Background: an optimization exercise with open tools, aiming at small area, a short achievable clock period and few clock cycles. Do not read the settings as production practice. Where RTL was checked, it was by simulation tests only, not by an equivalence proof against the original. Power and IR drop assume default switching activity.

==> inputs of build 24 <==
Design adc_scan_block_averager_core, start of the top module:
module adc_scan_block_averager_core #(
  parameter int MAX_SLOTS = 8,
  parameter int CODE_BITS = 12
) (
  input  logic        clk,
  input  logic        rst_n,
  input  logic        in_valid,
  output logic        in_ready,
  input  logic [1:0]  in_opcode,
  input  logic [11:0] in_adc_code,
  output logic        out_valid,
  input  logic        out_ready,
  output logic [1:0]  out_kind,
  output logic [2:0]  out_slot,
  output logic [2:0]  out_chan,
  output logic [11:0] out_avg_code,
  output logic [27:0] out_microvolts,
  output logic        out_last,
  input  logic        cfg_we,
  input  logic [2:0]  cfg_index,
  input  logic [23:0] cfg_wdata
);
make LEC_CHECK=0 CAP_MARGIN=20 CORE_MARGIN=2 CORE_UTILIZATION=50 SETUP_SLACK_MARGIN=2.0 SLEW_MARGIN=20 finish   # period 7.0 ns
run.sh (not shown) runs the stock make flow with config.mk's settings and CLKGATE_MAP_FILE= SYNTH_SCRIPT=/design/flow/synth_recipe.tcl, a recipe that flattens the netlist after the stock synthesis.
==> trial 12: changes against build 24 <==
--- a/flow/design.v
+++ b/flow/design.v
@@ -127,15 +127,14 @@
   logic [2:0] pos_r;
   logic [7:0] posoh_r;   
   logic       rstd_r;    
   logic       fm_r;      
   logic       spec_r;    
   logic       wact_r;    
   logic       dirty_r;   
-  logic       any_fire_r;
   logic       all_done_r;
   logic        ov_r;
   logic [1:0]  ok_r;
   logic [2:0]  os_r;
   logic [2:0]  oc_r;
   logic [11:0] oa_r;
   logic [27:0] ou_s;      
@@ -186,63 +185,85 @@
     a = 20'(r_add);
     b = 20'(r_x);
     u = r_sum ^ a ^ b;
     v = ((r_sum & a) | (r_sum & b) | (a & b)) << 1;
     r_s = u + v;
   end
   assign r_div  = r_cc + 8'd1;
-  logic [7:0] fire_v;
-  assign r_fire = |(fire_v & posoh_r);
+  assign r_fire = r_cnt >= (r_pend ? f2_r : f1_r);
   logic [7:0] act_v, done_v;
-  logic       any_fire, all_done;
+  logic       all_done;
   always_comb begin
     for (int i = 0; i < 8; i++) begin
       act_v[i]  = 3'(i) <= nm1;
-      fire_v[i] = (zsc_r[i] ? 8'd0 : cnt_r[i]) >= (pend_r[i] ? f2_r : f1_r);
       done_v[i] = zr_r[i] ? (rn_r == 8'd0) : (rnd_r[i] >= rn_r);
     end
-    any_fire = |(fire_v & act_v);
     all_done = &(done_v | ~act_v);
   end
   logic       cv;
   logic [1:0] ckind;
   logic [2:0] cslot;
   logic [2:0] cchan;
   logic [2:0] pos_inc;
   assign pos_inc = pos_r + 3'd1;
-  assign cv    = acc && (is_start || (is_res && running_r && !(roundend && any_fire_r)));
+  logic fire_e;
+  logic ok_res;
+  assign ok_res = in_ready && running_r && !(roundend && fire_e);
+  assign cv    = in_valid && ((is_start && in_ready) || (is_res && ok_res));
   assign ckind = (in_opcode[0] && roundend && all_done_r) ? 2'd2 : 2'd0;
   assign cslot = (in_opcode[0] && !roundend) ? pos_inc : 3'd0;
   logic [2:0] chan_nx;   
   always_comb begin
     chan_nx = '0;
     for (int i = 0; i < 7; i++) chan_nx = chan_nx | (map_r[3*(i+1) +: 3] & {3{posoh_r[i]}});
   end
   assign cchan = !in_opcode[0] ? map_r[2:0] :
                  !roundend ? chan_nx :
                  all_done_r ? 3'd0 : map_r[2:0];
   logic adv;
   assign adv = !ov_r || out_ready;
   logic        pv   [NS+1];
-  logic [2:0]  ptag [NS+1];
+  logic [7:0]  fed_r;    
   logic [7:0]  pr   [NS+1];
   logic [11:0] px   [NS+1];
   logic [7:0]  nr   [NS];
   logic [11:0] nx   [NS];
   logic        mv   [NS+1];
   logic [7:0]  c_sh;
   logic [7:0]  csm1;     
-  logic [7:0]  csm2;     
   logic        ceq;      
+  logic        feed;
   logic        busy;    
   logic        ld_avg;
   logic ld_now;
   logic full_up [NS+1];   
-  assign ceq    = r_cnt == (r_pend ? csm2 : csm1);
-  assign ld_now = rend && spec_r && pv[NS] && adv && (!r_fire || ceq);
+  assign ceq    = r_cc == csm1;
+  logic [7:0] nm1oh;
+  logic [7:0] l_cnt;
+  logic       l_pend;
+  logic       fire_last_r;
+  logic       ceq_last_r;
+  logic [7:0] csm1_d;
+  always_comb begin
+    l_cnt  = '0;
+    l_pend = 1'b0;
+    for (int i = 0; i < 8; i++) begin
+      nm1oh[i] = nm1 == 3'(i);
+      l_cnt    = l_cnt | (cnt_r[i] & {8{nm1oh[i] & ~zsc_r[i]}});
+      l_pend   = l_pend | (pend_r[i] & nm1oh[i]);
+    end
+  end
+  always_ff @(posedge clk) begin
+    fire_last_r <= l_cnt >= (l_pend ? f2_r : f1_r);
+    ceq_last_r  <= l_cnt + 8'(l_pend) == csm1_d;
+  end
+  logic a_fire, a_ceq;
+  assign a_fire = roundend ? (fire_last_r && pos_r == nm1) : r_fire;
+  assign a_ceq  = roundend ? ceq_last_r : ceq;
+  assign ld_now = rend && spec_r && pv[NS] && adv && (!a_fire || a_ceq);
   assign ld_avg = (fm_r || ld_now) && adv && pv[NS];
   always_comb begin
     full_up[NS] = 1'b1;
     for (int j = NS - 1; j >= 0; j--) full_up[j] = full_up[j+1] && pv[j+1];
     mv[NS] = ld_avg;
     for (int j = NS - 1; j >= 0; j--) mv[j] = pv[j] && (!full_up[j] || ld_avg);
     busy = 1'b0;
@@ -261,48 +282,50 @@
         nx[j] = {nx[j][10:0], ~d[9]};
       end
     end
   end
   logic s0_free, c_ok;
   logic feed_arr, spec_fail, feed_walk, wstep, wlast;
   assign s0_free   = !pv[0] || mv[0];
-  assign c_ok      = !busy || ceq;
-  assign feed_arr  = res_run && spec_r && r_fire && (pos_r <= nm1) && s0_free && c_ok;
-  assign spec_fail = res_run && r_fire && (pos_r <= nm1) && !(s0_free && c_ok);
-  assign wstep     = wact_r && (!r_fire || (s0_free && c_ok));
+  assign c_ok      = !busy || a_ceq;
+  assign feed_arr  = res_run && spec_r && a_fire && (pos_r <= nm1) && s0_free && c_ok;
+  assign spec_fail = res_run && a_fire && (pos_r <= nm1) && !(s0_free && c_ok);
+  assign wstep     = wact_r && (!r_fire || (s0_free && (!busy || ceq)));
   assign feed_walk = wstep && r_fire;
   assign wlast     = pos_r == nm1;
-  logic feed;
   assign feed = feed_arr || feed_walk;
+  assign csm1_d = feed ? r_cc : csm1;
   logic flush;
   assign flush = (acc && (is_start || is_stop)) || cfg_we;
   logic fast;
-  assign fast = spec_r && !spec_fail;
+  assign fast   = spec_r && !spec_fail;
+  logic s0_free_e, fail_e;
+  assign s0_free_e = !pv[0] || !full_up[0] || (spec_r && pv[NS] && adv && (!a_fire || a_ceq));
+  assign fail_e    = a_fire && (pos_r <= nm1) && !(s0_free_e && c_ok);
+  assign fire_e    = !spec_r || fail_e || busy || (a_fire && pos_r <= nm1);
   always_ff @(posedge clk) begin
     if (feed) begin
       pr[0]   <= r_s[19:12];
       px[0]   <= r_s[11:0];
-      ptag[0] <= rsel[1] ? 3'd1 : rsel[2] ? 3'd2 : rsel[3] ? 3'd3 : rsel[4] ? 3'd4 :
-                 rsel[5] ? 3'd5 : rsel[6] ? 3'd6 : rsel[7] ? 3'd7 : 3'd0;
       c_sh    <= r_div;
-      csm1    <= r_cc;
-      csm2    <= r_cc - 8'd1;
+      csm1    <= csm1_d;
     end
     for (int j = 0; j < NS; j++) begin
       if (mv[j]) begin
         pr[j+1]   <= nr[j];
         px[j+1]   <= nx[j];
-        ptag[j+1] <= ptag[j];
       end
     end
   end
   always_ff @(posedge clk) begin
-    if (!rst_n || flush || (rend && !(any_fire_r && fast))) begin
+    if (!rst_n || flush || (rend && !fast)) begin
       for (int j = 0; j <= NS; j++) pv[j] <= 1'b0;
+      fed_r <= '0;
     end else begin
+      fed_r <= (fed_r & ~(eoh & {8{ld_avg}})) | (rsel & {8{feed}});
       pv[0] <= feed || (pv[0] && !mv[0]);
       for (int j = 0; j < NS; j++) pv[j+1] <= mv[j] || (pv[j+1] && !mv[j+1]);
     end
   end
   function automatic void csa(input logic [35:0] a, input logic [35:0] b,
                               input logic [35:0] c, output logic [35:0] s,
                               output logic [35:0] cy);
@@ -336,15 +359,18 @@
     csa(l2[0], l2[1], l2[2], l3[0], l3[1]);
     pv_s = l3[0];
     pv_c = l3[1];
   end
   logic [2:0] etag;
   logic [7:0] eoh;       
   logic [7:0] e_rnd;
-  assign etag = ptag[NS];
+  always_comb begin
+    etag = 3'd0;
+    for (int i = 7; i >= 0; i--) if (fed_r[i]) etag = 3'(i);
+  end
   always_comb begin
     e_rnd = '0;
     for (int i = 0; i < 8; i++) begin
       eoh[i] = etag == 3'(i);
       e_rnd  = e_rnd | (rnd_r[i] & {8{eoh[i] & ~zr_r[i]}});
     end
   end
@@ -367,28 +393,25 @@
       pend_r <= '0;
     end else if (acc && is_start) begin
       zsc_r  <= '1;
       zr_r   <= '1;
       pend_r <= '0;
     end else begin
       for (int i = 0; i < 8; i++) begin
-        if (rend && act_v[i] && (fast || !any_fire_r)) begin
-          if (fire_v[i]) begin
-            zsc_r[i]  <= 1'b1;
-            pend_r[i] <= 1'b0;
-          end else begin
-            zsc_r[i]  <= posoh_r[i] ? 1'b0 : zsc_r[i];
-            pend_r[i] <= 1'b1;
-          end
+        if (ld_avg && eoh[i]) begin
+          zsc_r[i]  <= 1'b1;
+          pend_r[i] <= 1'b0;
+        end else if (rend && act_v[i] && fast) begin
+          zsc_r[i]  <= posoh_r[i] ? 1'b0 : zsc_r[i];
+          pend_r[i] <= 1'b1;
         end else if (res_run && posoh_r[i]) begin
           zsc_r[i]  <= 1'b0;
           pend_r[i] <= 1'b0;
-        end else if (wstep && posoh_r[i]) begin
-          if (r_fire) zsc_r[i] <= 1'b1;
-          else pend_r[i] <= 1'b1;
+        end else if (wstep && posoh_r[i] && !r_fire) begin
+          pend_r[i] <= 1'b1;
         end
         if (ld_avg && eoh[i]) zr_r[i] <= 1'b0;
       end
     end
   end
   logic ld_fin;
   assign ld_fin = fm_r && adv && !wact_r && !busy;
@@ -398,25 +421,23 @@
       pos_r     <= '0;
       posoh_r   <= 8'd1;
       rstd_r    <= 1'b1;
       fm_r      <= 1'b0;
       spec_r    <= 1'b1;
       wact_r    <= 1'b0;
       dirty_r   <= 1'b1;
-      any_fire_r <= 1'b0;
       all_done_r <= 1'b0;
       ov_r      <= 1'b0;
       oa_r      <= '0;
       ou_s      <= '0;
       ou_c      <= '0;
       ou_k      <= 1'b0;
     end else begin
       rstd_r     <= 1'b0;
       dirty_r    <= cfg_we || (acc && is_start) || rend || fm_r;
-      any_fire_r <= any_fire;
       all_done_r <= all_done;
       if (acc) begin
         if (is_start) begin
           running_r <= 1'b1;
           pos_r     <= '0;
           posoh_r   <= 8'd1;
           spec_r    <= 1'b1;
@@ -427,15 +448,15 @@
             pos_r   <= pos_inc;
             posoh_r <= {posoh_r[6:0], 1'b0};
             if (spec_fail) spec_r <= 1'b0;
           end else begin
             pos_r   <= '0;
             posoh_r <= 8'd1;
             spec_r  <= 1'b1;
-            if (any_fire_r) begin
+            if (fire_e) begin
               fm_r <= 1'b1;
               if (!fast) wact_r <= 1'b1;
             end else if (all_done_r) begin
               running_r <= 1'b0;
             end
           end
         end
@@ -491,10 +512,12 @@
     end
   end
   assign out_valid      = ov_r || cv;
   assign out_kind       = ov_r ? ok_r : ckind;
   assign out_slot       = ov_r ? os_r : cslot;
   assign out_chan       = ov_r ? oc_r : cchan;
   assign out_avg_code   = oa_r;
-  assign out_microvolts = ou_s + ou_c + 28'(ou_k);
+  logic [28:0] uv_sum;
+  assign uv_sum         = {ou_s, 1'b1} + {ou_c, ou_k};
+  assign out_microvolts = uv_sum[28:1];
   assign out_last       = ov_r ? ol_r : 1'b1;
 endmodule
- CTS_CLUSTER_DIAMETER: default -> 80
- CTS_CLUSTER_SIZE: default -> 24
==> trial 3: changes against build 24 <==
--- a/flow/design.v
+++ b/flow/design.v
@@ -127,15 +127,14 @@
   logic [2:0] pos_r;
   logic [7:0] posoh_r;   
   logic       rstd_r;    
   logic       fm_r;      
   logic       spec_r;    
   logic       wact_r;    
   logic       dirty_r;   
-  logic       any_fire_r;
   logic       all_done_r;
   logic        ov_r;
   logic [1:0]  ok_r;
   logic [2:0]  os_r;
   logic [2:0]  oc_r;
   logic [11:0] oa_r;
   logic [27:0] ou_s;      
@@ -186,34 +185,32 @@
     a = 20'(r_add);
     b = 20'(r_x);
     u = r_sum ^ a ^ b;
     v = ((r_sum & a) | (r_sum & b) | (a & b)) << 1;
     r_s = u + v;
   end
   assign r_div  = r_cc + 8'd1;
-  logic [7:0] fire_v;
-  assign r_fire = |(fire_v & posoh_r);
+  assign r_fire = r_cnt >= (r_pend ? f2_r : f1_r);
   logic [7:0] act_v, done_v;
-  logic       any_fire, all_done;
+  logic       all_done;
   always_comb begin
     for (int i = 0; i < 8; i++) begin
       act_v[i]  = 3'(i) <= nm1;
-      fire_v[i] = (zsc_r[i] ? 8'd0 : cnt_r[i]) >= (pend_r[i] ? f2_r : f1_r);
       done_v[i] = zr_r[i] ? (rn_r == 8'd0) : (rnd_r[i] >= rn_r);
     end
-    any_fire = |(fire_v & act_v);
     all_done = &(done_v | ~act_v);
   end
   logic       cv;
   logic [1:0] ckind;
   logic [2:0] cslot;
   logic [2:0] cchan;
   logic [2:0] pos_inc;
   assign pos_inc = pos_r + 3'd1;
-  assign cv    = acc && (is_start || (is_res && running_r && !(roundend && any_fire_r)));
+  logic fire_e;
+  assign cv    = acc && (is_start || (is_res && running_r && !(roundend && fire_e)));
   assign ckind = (in_opcode[0] && roundend && all_done_r) ? 2'd2 : 2'd0;
   assign cslot = (in_opcode[0] && !roundend) ? pos_inc : 3'd0;
   logic [2:0] chan_nx;   
   always_comb begin
     chan_nx = '0;
     for (int i = 0; i < 7; i++) chan_nx = chan_nx | (map_r[3*(i+1) +: 3] & {3{posoh_r[i]}});
   end
@@ -229,20 +226,43 @@
   logic [7:0]  nr   [NS];
   logic [11:0] nx   [NS];
   logic        mv   [NS+1];
   logic [7:0]  c_sh;
   logic [7:0]  csm1;     
   logic [7:0]  csm2;     
   logic        ceq;      
+  logic        feed;
   logic        busy;    
   logic        ld_avg;
   logic ld_now;
   logic full_up [NS+1];   
   assign ceq    = r_cnt == (r_pend ? csm2 : csm1);
-  assign ld_now = rend && spec_r && pv[NS] && adv && (!r_fire || ceq);
+  logic [7:0] nm1oh;
+  logic [7:0] l_cnt;
+  logic       l_pend;
+  logic       fire_last_r;
+  logic       ceq_last_r;
+  logic [7:0] csm1_d, csm2_d;
+  always_comb begin
+    l_cnt  = '0;
+    l_pend = 1'b0;
+    for (int i = 0; i < 8; i++) begin
+      nm1oh[i] = nm1 == 3'(i);
+      l_cnt    = l_cnt | (cnt_r[i] & {8{nm1oh[i] & ~zsc_r[i]}});
+      l_pend   = l_pend | (pend_r[i] & nm1oh[i]);
+    end
+  end
+  always_ff @(posedge clk) begin
+    fire_last_r <= l_cnt >= (l_pend ? f2_r : f1_r);
+    ceq_last_r  <= l_cnt == (l_pend ? csm2_d : csm1_d);
+  end
+  logic a_fire, a_ceq;
+  assign a_fire = roundend ? (fire_last_r && pos_r == nm1) : r_fire;
+  assign a_ceq  = roundend ? ceq_last_r : ceq;
+  assign ld_now = rend && spec_r && pv[NS] && adv && (!a_fire || a_ceq);
   assign ld_avg = (fm_r || ld_now) && adv && pv[NS];
   always_comb begin
     full_up[NS] = 1'b1;
     for (int j = NS - 1; j >= 0; j--) full_up[j] = full_up[j+1] && pv[j+1];
     mv[NS] = ld_avg;
     for (int j = NS - 1; j >= 0; j--) mv[j] = pv[j] && (!full_up[j] || ld_avg);
     busy = 1'b0;
@@ -261,46 +281,48 @@
         nx[j] = {nx[j][10:0], ~d[9]};
       end
     end
   end
   logic s0_free, c_ok;
   logic feed_arr, spec_fail, feed_walk, wstep, wlast;
   assign s0_free   = !pv[0] || mv[0];
-  assign c_ok      = !busy || ceq;
-  assign feed_arr  = res_run && spec_r && r_fire && (pos_r <= nm1) && s0_free && c_ok;
-  assign spec_fail = res_run && r_fire && (pos_r <= nm1) && !(s0_free && c_ok);
-  assign wstep     = wact_r && (!r_fire || (s0_free && c_ok));
+  assign c_ok      = !busy || a_ceq;
+  assign feed_arr  = res_run && spec_r && a_fire && (pos_r <= nm1) && s0_free && c_ok;
+  assign spec_fail = res_run && a_fire && (pos_r <= nm1) && !(s0_free && c_ok);
+  assign wstep     = wact_r && (!r_fire || (s0_free && (!busy || ceq)));
   assign feed_walk = wstep && r_fire;
   assign wlast     = pos_r == nm1;
-  logic feed;
   assign feed = feed_arr || feed_walk;
+  assign csm1_d = feed ? r_cc : csm1;
+  assign csm2_d = feed ? r_cc - 8'd1 : csm2;
   logic flush;
   assign flush = (acc && (is_start || is_stop)) || cfg_we;
   logic fast;
-  assign fast = spec_r && !spec_fail;
+  assign fast   = spec_r && !spec_fail;
+  assign fire_e = !fast || busy || (a_fire && pos_r <= nm1);
   always_ff @(posedge clk) begin
     if (feed) begin
       pr[0]   <= r_s[19:12];
       px[0]   <= r_s[11:0];
       ptag[0] <= rsel[1] ? 3'd1 : rsel[2] ? 3'd2 : rsel[3] ? 3'd3 : rsel[4] ? 3'd4 :
                  rsel[5] ? 3'd5 : rsel[6] ? 3'd6 : rsel[7] ? 3'd7 : 3'd0;
       c_sh    <= r_div;
-      csm1    <= r_cc;
-      csm2    <= r_cc - 8'd1;
+      csm1    <= csm1_d;
+      csm2    <= csm2_d;
     end
     for (int j = 0; j < NS; j++) begin
       if (mv[j]) begin
         pr[j+1]   <= nr[j];
         px[j+1]   <= nx[j];
         ptag[j+1] <= ptag[j];
       end
     end
   end
   always_ff @(posedge clk) begin
-    if (!rst_n || flush || (rend && !(any_fire_r && fast))) begin
+    if (!rst_n || flush || (rend && !fast)) begin
       for (int j = 0; j <= NS; j++) pv[j] <= 1'b0;
     end else begin
       pv[0] <= feed || (pv[0] && !mv[0]);
       for (int j = 0; j < NS; j++) pv[j+1] <= mv[j] || (pv[j+1] && !mv[j+1]);
     end
   end
   function automatic void csa(input logic [35:0] a, input logic [35:0] b,
@@ -367,28 +389,25 @@
       pend_r <= '0;
     end else if (acc && is_start) begin
       zsc_r  <= '1;
       zr_r   <= '1;
       pend_r <= '0;
     end else begin
       for (int i = 0; i < 8; i++) begin
-        if (rend && act_v[i] && (fast || !any_fire_r)) begin
-          if (fire_v[i]) begin
-            zsc_r[i]  <= 1'b1;
-            pend_r[i] <= 1'b0;
-          end else begin
-            zsc_r[i]  <= posoh_r[i] ? 1'b0 : zsc_r[i];
-            pend_r[i] <= 1'b1;
-          end
+        if (ld_avg && eoh[i]) begin
+          zsc_r[i]  <= 1'b1;
+          pend_r[i] <= 1'b0;
+        end else if (rend && act_v[i] && fast) begin
+          zsc_r[i]  <= posoh_r[i] ? 1'b0 : zsc_r[i];
+          pend_r[i] <= 1'b1;
         end else if (res_run && posoh_r[i]) begin
           zsc_r[i]  <= 1'b0;
           pend_r[i] <= 1'b0;
-        end else if (wstep && posoh_r[i]) begin
-          if (r_fire) zsc_r[i] <= 1'b1;
-          else pend_r[i] <= 1'b1;
+        end else if (wstep && posoh_r[i] && !r_fire) begin
+          pend_r[i] <= 1'b1;
         end
         if (ld_avg && eoh[i]) zr_r[i] <= 1'b0;
       end
     end
   end
   logic ld_fin;
   assign ld_fin = fm_r && adv && !wact_r && !busy;
@@ -398,25 +417,23 @@
       pos_r     <= '0;
       posoh_r   <= 8'd1;
       rstd_r    <= 1'b1;
       fm_r      <= 1'b0;
       spec_r    <= 1'b1;
       wact_r    <= 1'b0;
       dirty_r   <= 1'b1;
-      any_fire_r <= 1'b0;
       all_done_r <= 1'b0;
       ov_r      <= 1'b0;
       oa_r      <= '0;
       ou_s      <= '0;
       ou_c      <= '0;
       ou_k      <= 1'b0;
     end else begin
       rstd_r     <= 1'b0;
       dirty_r    <= cfg_we || (acc && is_start) || rend || fm_r;
-      any_fire_r <= any_fire;
       all_done_r <= all_done;
       if (acc) begin
         if (is_start) begin
           running_r <= 1'b1;
           pos_r     <= '0;
           posoh_r   <= 8'd1;
           spec_r    <= 1'b1;
@@ -427,15 +444,15 @@
             pos_r   <= pos_inc;
             posoh_r <= {posoh_r[6:0], 1'b0};
             if (spec_fail) spec_r <= 1'b0;
           end else begin
             pos_r   <= '0;
             posoh_r <= 8'd1;
             spec_r  <= 1'b1;
-            if (any_fire_r) begin
+            if (fire_e) begin
               fm_r <= 1'b1;
               if (!fast) wact_r <= 1'b1;
             end else if (all_done_r) begin
               running_r <= 1'b0;
             end
           end
         end
@@ -491,10 +508,12 @@
     end
   end
   assign out_valid      = ov_r || cv;
   assign out_kind       = ov_r ? ok_r : ckind;
   assign out_slot       = ov_r ? os_r : cslot;
   assign out_chan       = ov_r ? oc_r : cchan;
   assign out_avg_code   = oa_r;
-  assign out_microvolts = ou_s + ou_c + 28'(ou_k);
+  logic [28:0] uv_sum;
+  assign uv_sum         = {ou_s, 1'b1} + {ou_c, ou_k};
+  assign out_microvolts = uv_sum[28:1];
   assign out_last       = ov_r ? ol_r : 1'b1;
 endmodule
- CTS_CLUSTER_DIAMETER: default -> 80
- CTS_CLUSTER_SIZE: default -> 24
- PLACE_DENSITY: default -> 0.7
==> build 85: changes against build 24 <==
--- a/flow/design.v
+++ b/flow/design.v
@@ -127,15 +127,14 @@
   logic [2:0] pos_r;
   logic [7:0] posoh_r;   
   logic       rstd_r;    
   logic       fm_r;      
   logic       spec_r;    
   logic       wact_r;    
   logic       dirty_r;   
-  logic       any_fire_r;
   logic       all_done_r;
   logic        ov_r;
   logic [1:0]  ok_r;
   logic [2:0]  os_r;
   logic [2:0]  oc_r;
   logic [11:0] oa_r;
   logic [27:0] ou_s;      
@@ -186,34 +185,32 @@
     a = 20'(r_add);
     b = 20'(r_x);
     u = r_sum ^ a ^ b;
     v = ((r_sum & a) | (r_sum & b) | (a & b)) << 1;
     r_s = u + v;
   end
   assign r_div  = r_cc + 8'd1;
-  logic [7:0] fire_v;
-  assign r_fire = |(fire_v & posoh_r);
+  assign r_fire = r_cnt >= (r_pend ? f2_r : f1_r);
   logic [7:0] act_v, done_v;
-  logic       any_fire, all_done;
+  logic       all_done;
   always_comb begin
     for (int i = 0; i < 8; i++) begin
       act_v[i]  = 3'(i) <= nm1;
-      fire_v[i] = (zsc_r[i] ? 8'd0 : cnt_r[i]) >= (pend_r[i] ? f2_r : f1_r);
       done_v[i] = zr_r[i] ? (rn_r == 8'd0) : (rnd_r[i] >= rn_r);
     end
-    any_fire = |(fire_v & act_v);
     all_done = &(done_v | ~act_v);
   end
   logic       cv;
   logic [1:0] ckind;
   logic [2:0] cslot;
   logic [2:0] cchan;
   logic [2:0] pos_inc;
   assign pos_inc = pos_r + 3'd1;
-  assign cv    = acc && (is_start || (is_res && running_r && !(roundend && any_fire_r)));
+  logic fire_e;
+  assign cv    = acc && (is_start || (is_res && running_r && !(roundend && fire_e)));
   assign ckind = (in_opcode[0] && roundend && all_done_r) ? 2'd2 : 2'd0;
   assign cslot = (in_opcode[0] && !roundend) ? pos_inc : 3'd0;
   logic [2:0] chan_nx;   
   always_comb begin
     chan_nx = '0;
     for (int i = 0; i < 7; i++) chan_nx = chan_nx | (map_r[3*(i+1) +: 3] & {3{posoh_r[i]}});
   end
@@ -272,15 +269,16 @@
   assign feed_walk = wstep && r_fire;
   assign wlast     = pos_r == nm1;
   logic feed;
   assign feed = feed_arr || feed_walk;
   logic flush;
   assign flush = (acc && (is_start || is_stop)) || cfg_we;
   logic fast;
-  assign fast = spec_r && !spec_fail;
+  assign fast   = spec_r && !spec_fail;
+  assign fire_e = !fast || busy || (r_fire && pos_r <= nm1);
   always_ff @(posedge clk) begin
     if (feed) begin
       pr[0]   <= r_s[19:12];
       px[0]   <= r_s[11:0];
       ptag[0] <= rsel[1] ? 3'd1 : rsel[2] ? 3'd2 : rsel[3] ? 3'd3 : rsel[4] ? 3'd4 :
                  rsel[5] ? 3'd5 : rsel[6] ? 3'd6 : rsel[7] ? 3'd7 : 3'd0;
       c_sh    <= r_div;
@@ -292,15 +290,15 @@
         pr[j+1]   <= nr[j];
         px[j+1]   <= nx[j];
         ptag[j+1] <= ptag[j];
       end
     end
   end
   always_ff @(posedge clk) begin
-    if (!rst_n || flush || (rend && !(any_fire_r && fast))) begin
+    if (!rst_n || flush || (rend && !fast)) begin
       for (int j = 0; j <= NS; j++) pv[j] <= 1'b0;
     end else begin
       pv[0] <= feed || (pv[0] && !mv[0]);
       for (int j = 0; j < NS; j++) pv[j+1] <= mv[j] || (pv[j+1] && !mv[j+1]);
     end
   end
   function automatic void csa(input logic [35:0] a, input logic [35:0] b,
@@ -367,28 +365,25 @@
       pend_r <= '0;
     end else if (acc && is_start) begin
       zsc_r  <= '1;
       zr_r   <= '1;
       pend_r <= '0;
     end else begin
       for (int i = 0; i < 8; i++) begin
-        if (rend && act_v[i] && (fast || !any_fire_r)) begin
-          if (fire_v[i]) begin
-            zsc_r[i]  <= 1'b1;
-            pend_r[i] <= 1'b0;
-          end else begin
-            zsc_r[i]  <= posoh_r[i] ? 1'b0 : zsc_r[i];
-            pend_r[i] <= 1'b1;
-          end
+        if (ld_avg && eoh[i]) begin
+          zsc_r[i]  <= 1'b1;
+          pend_r[i] <= 1'b0;
+        end else if (rend && act_v[i] && fast) begin
+          zsc_r[i]  <= posoh_r[i] ? 1'b0 : zsc_r[i];
+          pend_r[i] <= 1'b1;
         end else if (res_run && posoh_r[i]) begin
           zsc_r[i]  <= 1'b0;
           pend_r[i] <= 1'b0;
-        end else if (wstep && posoh_r[i]) begin
-          if (r_fire) zsc_r[i] <= 1'b1;
-          else pend_r[i] <= 1'b1;
+        end else if (wstep && posoh_r[i] && !r_fire) begin
+          pend_r[i] <= 1'b1;
         end
         if (ld_avg && eoh[i]) zr_r[i] <= 1'b0;
       end
     end
   end
   logic ld_fin;
   assign ld_fin = fm_r && adv && !wact_r && !busy;
@@ -398,25 +393,23 @@
       pos_r     <= '0;
       posoh_r   <= 8'd1;
       rstd_r    <= 1'b1;
       fm_r      <= 1'b0;
       spec_r    <= 1'b1;
       wact_r    <= 1'b0;
       dirty_r   <= 1'b1;
-      any_fire_r <= 1'b0;
       all_done_r <= 1'b0;
       ov_r      <= 1'b0;
       oa_r      <= '0;
       ou_s      <= '0;
       ou_c      <= '0;
       ou_k      <= 1'b0;
     end else begin
       rstd_r     <= 1'b0;
       dirty_r    <= cfg_we || (acc && is_start) || rend || fm_r;
-      any_fire_r <= any_fire;
       all_done_r <= all_done;
       if (acc) begin
         if (is_start) begin
           running_r <= 1'b1;
           pos_r     <= '0;
           posoh_r   <= 8'd1;
           spec_r    <= 1'b1;
@@ -427,15 +420,15 @@
             pos_r   <= pos_inc;
             posoh_r <= {posoh_r[6:0], 1'b0};
             if (spec_fail) spec_r <= 1'b0;
           end else begin
             pos_r   <= '0;
             posoh_r <= 8'd1;
             spec_r  <= 1'b1;
-            if (any_fire_r) begin
+            if (fire_e) begin
               fm_r <= 1'b1;
               if (!fast) wact_r <= 1'b1;
             end else if (all_done_r) begin
               running_r <= 1'b0;
             end
           end
         end
@@ -491,10 +484,12 @@
     end
   end
   assign out_valid      = ov_r || cv;
   assign out_kind       = ov_r ? ok_r : ckind;
   assign out_slot       = ov_r ? os_r : cslot;
   assign out_chan       = ov_r ? oc_r : cchan;
   assign out_avg_code   = oa_r;
-  assign out_microvolts = ou_s + ou_c + 28'(ou_k);
+  logic [28:0] uv_sum;
+  assign uv_sum         = {ou_s, 1'b1} + {ou_c, ou_k};
+  assign out_microvolts = uv_sum[28:1];
   assign out_last       = ov_r ? ol_r : 1'b1;
 endmodule
- SETUP_SLACK_MARGIN: 2.0 -> 1.5
==> metrics.md <==
| Metric | Value |
|---|---|
| Final WS setup | `1.81 ns` |
| Worst IR Drop VDD | `0.000266 V` |
| Fraction of layout instances using a drive strength above 1 | `0.158` |
| Hold Path Sink | `px[3][3]$_DFFE_PP_` |
| Relative slew margins | `0.277` |
| Power in the clock group | `3.04 mW` |
| Internal power | `6.44 mW` |
| Mean Syn Cell Area | `11.0 um2` |
| Part of the power in registers | `0.580` |
| Multiplexer share of the synthesized area | `0.0581` |
| Drt initial violations | `2554` |
| Clk tree area frac | `0.0306` |
| Number of H-tree levels | `2` |
| Final instance area | `0.0502 mm2` |
| Result of the run | `complete, no violations` |
| Post-Route Skew | `0.0513 ns` |
| Maximum clock frequency | `193 MHz` |
| Buffers plus inverters on the worst setup path | `2` |
| Total via count in the routed design | `32100` |
(the above is from trial 12)
==> metrics.md <==
| Metric | Value |
|---|---|
| Mean Syn Cell Area | `11.3 um2` |
| Multiplexer share of the synthesized area | `0.0611` |
| Data arrival time of the critical path | `3.47 ns` |
| Post-Route Skew | `0.0582 ns` |
| Cells on worst reg2reg path | `23` |
| Total via count in the routed design | `31700` |
| Part of the power in registers | `0.590` |
| Worst IR Drop VDD | `0.000196 V` |
| Hold Path Sink | `ptag[5][1]$_DFFE_PP_` |
| Result of the run | `complete, no violations` |
| Drt initial violations | `2963` |
| Buffers plus inverters on the worst setup path | `2` |
| Maximum clock frequency | `205 MHz` |
| Drt via density | `6.02` |
| Largest reg by FF count | `sum_r` |
| Power in the clock group | `3.00 mW` |
| Fraction of layout instances using a drive strength above 1 | `0.148` |
| Final instance area | `0.0501 mm2` |
| Number of H-tree levels | `2` |
(the above is from trial 3)
==> metrics.md <==
| Metric | Value |
|---|---|
| Result of the run | `complete, no violations` |
| Mean Syn Cell Area | `11.3 um2` |
| Final instance area | `0.0521 mm2` |
| Fraction of layout instances using a drive strength above 1 | `0.142` |
| Power in the clock group | `4.50 mW` |
| Internal power | `7.78 mW` |
| Part of the power in registers | `0.500` |
| Clk tree area frac | `0.0537` |
| Largest cells by area after synthesis | `edfxtp_1 (37%), dfxtp_1 (9.6%), ha_1 (9.0%)` |
| Post-Route Skew | `0.0354 ns` |
| Relative slew margins | `0.294` |
| Hold Path Sink | `ptag[3][2]$_DFFE_PP_` |
| Critical path type | `reg -> out` |
| Buffers plus inverters on the worst setup path | `4` |
| Total via count in the routed design | `32800` |
| Maximum clock frequency | `202 MHz` |
(the above is from build 24)
==> metrics.md <==
| Metric | Value |
|---|---|
| Maximum clock frequency | `190 MHz` |
| Fraction of layout instances using a drive strength above 1 | `0.140` |
| Final WS setup | `1.74 ns` |
| Internal power | `7.73 mW` |
| Result of the run | `complete, no violations` |
| Multiplexer share of the synthesized area | `0.0600` |
| Part of the power in registers | `0.505` |
| Mean Syn Cell Area | `11.5 um2` |
| Total via count in the routed design | `30500` |
| Drt initial violations | `2335` |
| Hold Path Sink | `ptag[2][0]$_DFFE_PP_` |
| Worst IR Drop VDD | `0.000213 V` |
(the above is from build 85)
Testbench counts of build 24, summed over its fixed seeds: cycles 9,084.
Testbench counts of trial 3, summed over its fixed seeds: cycles 9,084.
No functional check of the RTL was part of trial 12 and build 85.

==> what the ideal ports hide <==
The flow's constraints put no driver on any port. The routed layouts listed below were extracted and timed again, unchanged, in two steps. Step 1 assumes that a clkbuf_16 drives the clock port and a buf_2 every other input. Step 2, shift: input delay + t, output delay - t, t = (earliest + latest rising clock arrival at the registers) / 2. This alone moves slack from input paths to output paths. Three values: ideal, step 1, step 2; two values: the first two.
run | t (ns) | slack for setup (ns) | worst hold slack (ns) | worst setup path after step 2 | pins driven straight from the clock port
build 24 | 0.732 | 2.045 / 1.975 / 1.665 | 0.394 / 0.394 / 0.394 | input to register | 1
trial 12 | 0.684 | 1.813 / 1.746 / 1.502 | 0.420 / 0.420 / 0.420 | input to register | 1
trial 3 | 0.697 | 2.128 / 2.065 / 1.571 | 0.410 / 0.410 / 0.410 | input to register | 1
build 85 | 0.708 | 1.741 / 1.676 / 1.442 | 0.416 / 0.416 / 0.416 | input to register | 1
After both steps setup and hold are still met in every run listed. For trial 3, which loses most, drivers alone change the setup slack by -0.063 ns; drivers and shift together by -0.557 ns.
